Source: an optimization exercise on an open RTL-to-GDS flow (aim: small area, a short achievable clock period and few clock cycles per item). Production flows keep margins and buffers that such runs may drop. Only simulation tests tie the RTL to the original design; equivalence was not proved.

==> v32: inputs <==
// epoch_seconds_to_date
module epoch_seconds_to_date (
    input  logic        i_clk,
    input  logic        i_rst_n,
    input  logic        start,
    output logic        busy,
    input  logic [31:0] i_epoch_seconds,
    output logic        o_done,
    output logic [11:0] o_year,
    output logic [3:0]  o_month,
    output logic [4:0]  o_day,
    output logic [4:0]  o_hour,
    output logic [5:0]  o_minute,
    output logic [5:0]  o_second
);
    assign busy = 1'b0;
    logic fs_1;
    logic fc_1;
    logic fs_2;
    logic fc_2;
    logic fs_3;
    logic fc_3;
    logic r1_1;
    logic r1_2;
    logic r1_3;
    logic fs_4;
    logic fc_4;
    logic fs_5;
    logic fc_5;
    logic fs_6;
    logic fc_6;
    logic r1_4;
    logic r1_5;
    logic r1_6;
    logic fs_7;
    logic fc_7;
    logic r1_7;
    logic r1_8;
    logic fs_8;
    logic fc_8;
    logic r1_9;
    logic r1_10;
    logic r1_11;
    logic fs_9;
    logic fc_9;
    logic r1_12;
    logic r1_13;
    logic r1_14;
    logic fs_10;
    logic fc_10;
    logic r1_15;
    logic r1_16;
    logic r1_17;
    logic fs_11;
    logic fc_11;
    logic fs_12;
    logic fc_12;
    logic fs_13;
    logic fc_13;
    logic r1_18;
    logic fs_14;
    logic fc_14;
    logic r1_19;
    logic r1_20;
    logic r1_21;
    logic fs_15;
    logic fc_15;
    logic fs_16;
    logic fc_16;
    logic fs_17;
    logic fc_17;
    logic fs_18;
    logic fc_18;
    logic fs_19;
    logic fc_19;
    logic r1_22;
    logic r1_23;
    logic fs_20;
    logic fc_20;
    logic fs_21;
    logic fc_21;
    logic fs_22;
    logic fc_22;
    logic fs_23;
    logic fc_23;
    logic r1_24;
    logic fs_24;
    logic fc_24;
    logic r1_25;
    logic fs_25;
    logic fc_25;
    logic fs_26;
    logic fc_26;
    logic fs_27;
    logic fc_27;
    logic r1_26;
    logic fs_28;
    logic fc_28;
  ...
clock: 7.0 ns
lec_check: 0
cap_margin: 20
core_margin: 2
core_utilization: 40
cts_buf_list: sky130_fd_sc_hd__clkbuf_4 sky130_fd_sc_hd__clkbuf_8
setup_slack_margin: 4.45
slew_margin: 20
synth_hierarchical: 1
run.sh (not shown) runs the stock make flow with config.mk's settings and CLKGATE_MAP_FILE= SYNTH_SCRIPT=/design/flow/synth_recipe.tcl, a recipe that flattens the netlist after the stock synthesis.
==> v4: changes against v32 <==
--- a/flow/config.mk
+++ b/flow/config.mk
@@ -7,2 +7,3 @@
 export LEC_CHECK = 0
+export ABC_AREA = 1
 export CAP_MARGIN = 20
==> v21: changes against v32 <==
--- a/flow/config.mk
+++ b/flow/config.mk
@@ -11,3 +11,3 @@
 export CTS_BUF_LIST = sky130_fd_sc_hd__clkbuf_4 sky130_fd_sc_hd__clkbuf_8
-export SETUP_SLACK_MARGIN = 4.45
+export SETUP_SLACK_MARGIN = 3.5
 export SLEW_MARGIN = 20
==> results.py <==
metrics = {
    "routing": {
        "wl_met1_um": 10500,
    },
    "synthesis": {
        "synth_compound_area_share_pct": 3.22,
        "syn_area_mm2": 0.0144,
        "synth_cell_types": 41,
    },
    "worst_setup_path": {
        "reg2reg_depth": 10,
        "crit_required_ps": 7500,
        "critPathBufInv": 1,
    },
    "cells_and_area": {
        "layout_common_cells": "314 x dfxtp_1, 172 x nand2_1, 152 x inv_1",
        "regArea_mm2": 0.00695,
    },
    "status": {
        "status": "complete, no violations",
    },
}
the above is filed under v4

==> results.py <==
metrics = {
    "worst_setup_path": {
        "reg2reg_depth": 12,
        "critPathBufInv": 0,
        "crit_required_ps": 7490,
    },
    "cells_and_area": {
        "final_util_pct": 47.0,
        "regArea_mm2": 0.00689,
    },
    "routing": {
        "wl_met1_um": 9340,
    },
    "synthesis": {
        "syn_area_mm2": 0.0139,
        "synth_compound_area_share_pct": 5.48,
    },
    "status": {
        "status": "complete, no violations",
    },
}
the above is filed under v21

==> results.py <==
metrics = {
    "cells_and_area": {
        "regArea_mm2": 0.00694,
        "layout_common_cells": "320 x dfxtp_1, 128 x fa_1, 112 x ha_1",
    },
    "status": {
        "status": "complete, no violations",
    },
    "synthesis": {
        "synth_cell_types": 61,
    },
    "routing": {
        "wl_met1_um": 9470,
    },
}
the above is filed under v32

Testbench counts of v32, summed over its fixed seeds: cycles 16,056, items 16,000.
Testbench counts of v4, summed over its fixed seeds: cycles 16,056, items 16,000.
Testbench counts of v21, summed over its fixed seeds: cycles 16,056, items 16,000.

==> re-timing with driven ports <==
How much do the figures lean on ideal ports? The routed layouts below were timed once more, with nothing changed but the port constraints. Step 1: set_driving_cell puts a clkbuf_16 on i_clk and a buf_2 on each other input, an assumption about the parent block. Step 2, shift: input delay + t, output delay - t, t = (earliest + latest rising clock arrival at the registers) / 2. This alone moves slack from input paths to output paths. Three values: ideal, step 1, step 2; two values: the first two.
run	t, ns	slack for setup (ns)	slew at the worst register clock pin (ns)	pins driven straight from the clock port
v32	0.645	4.547 / 4.509 / 4.464	0.07 / 0.07	1
v4	0.665	4.487 / 4.484 / 4.478	0.07 / 0.07	1
v21	0.650	3.969 / 3.969 / 3.969	0.06 / 0.06	1
After both steps setup and hold are still met in every run listed. The setup slack of v32, which loses most, moves by -0.038 ns with the drivers and by -0.083 ns with both steps.
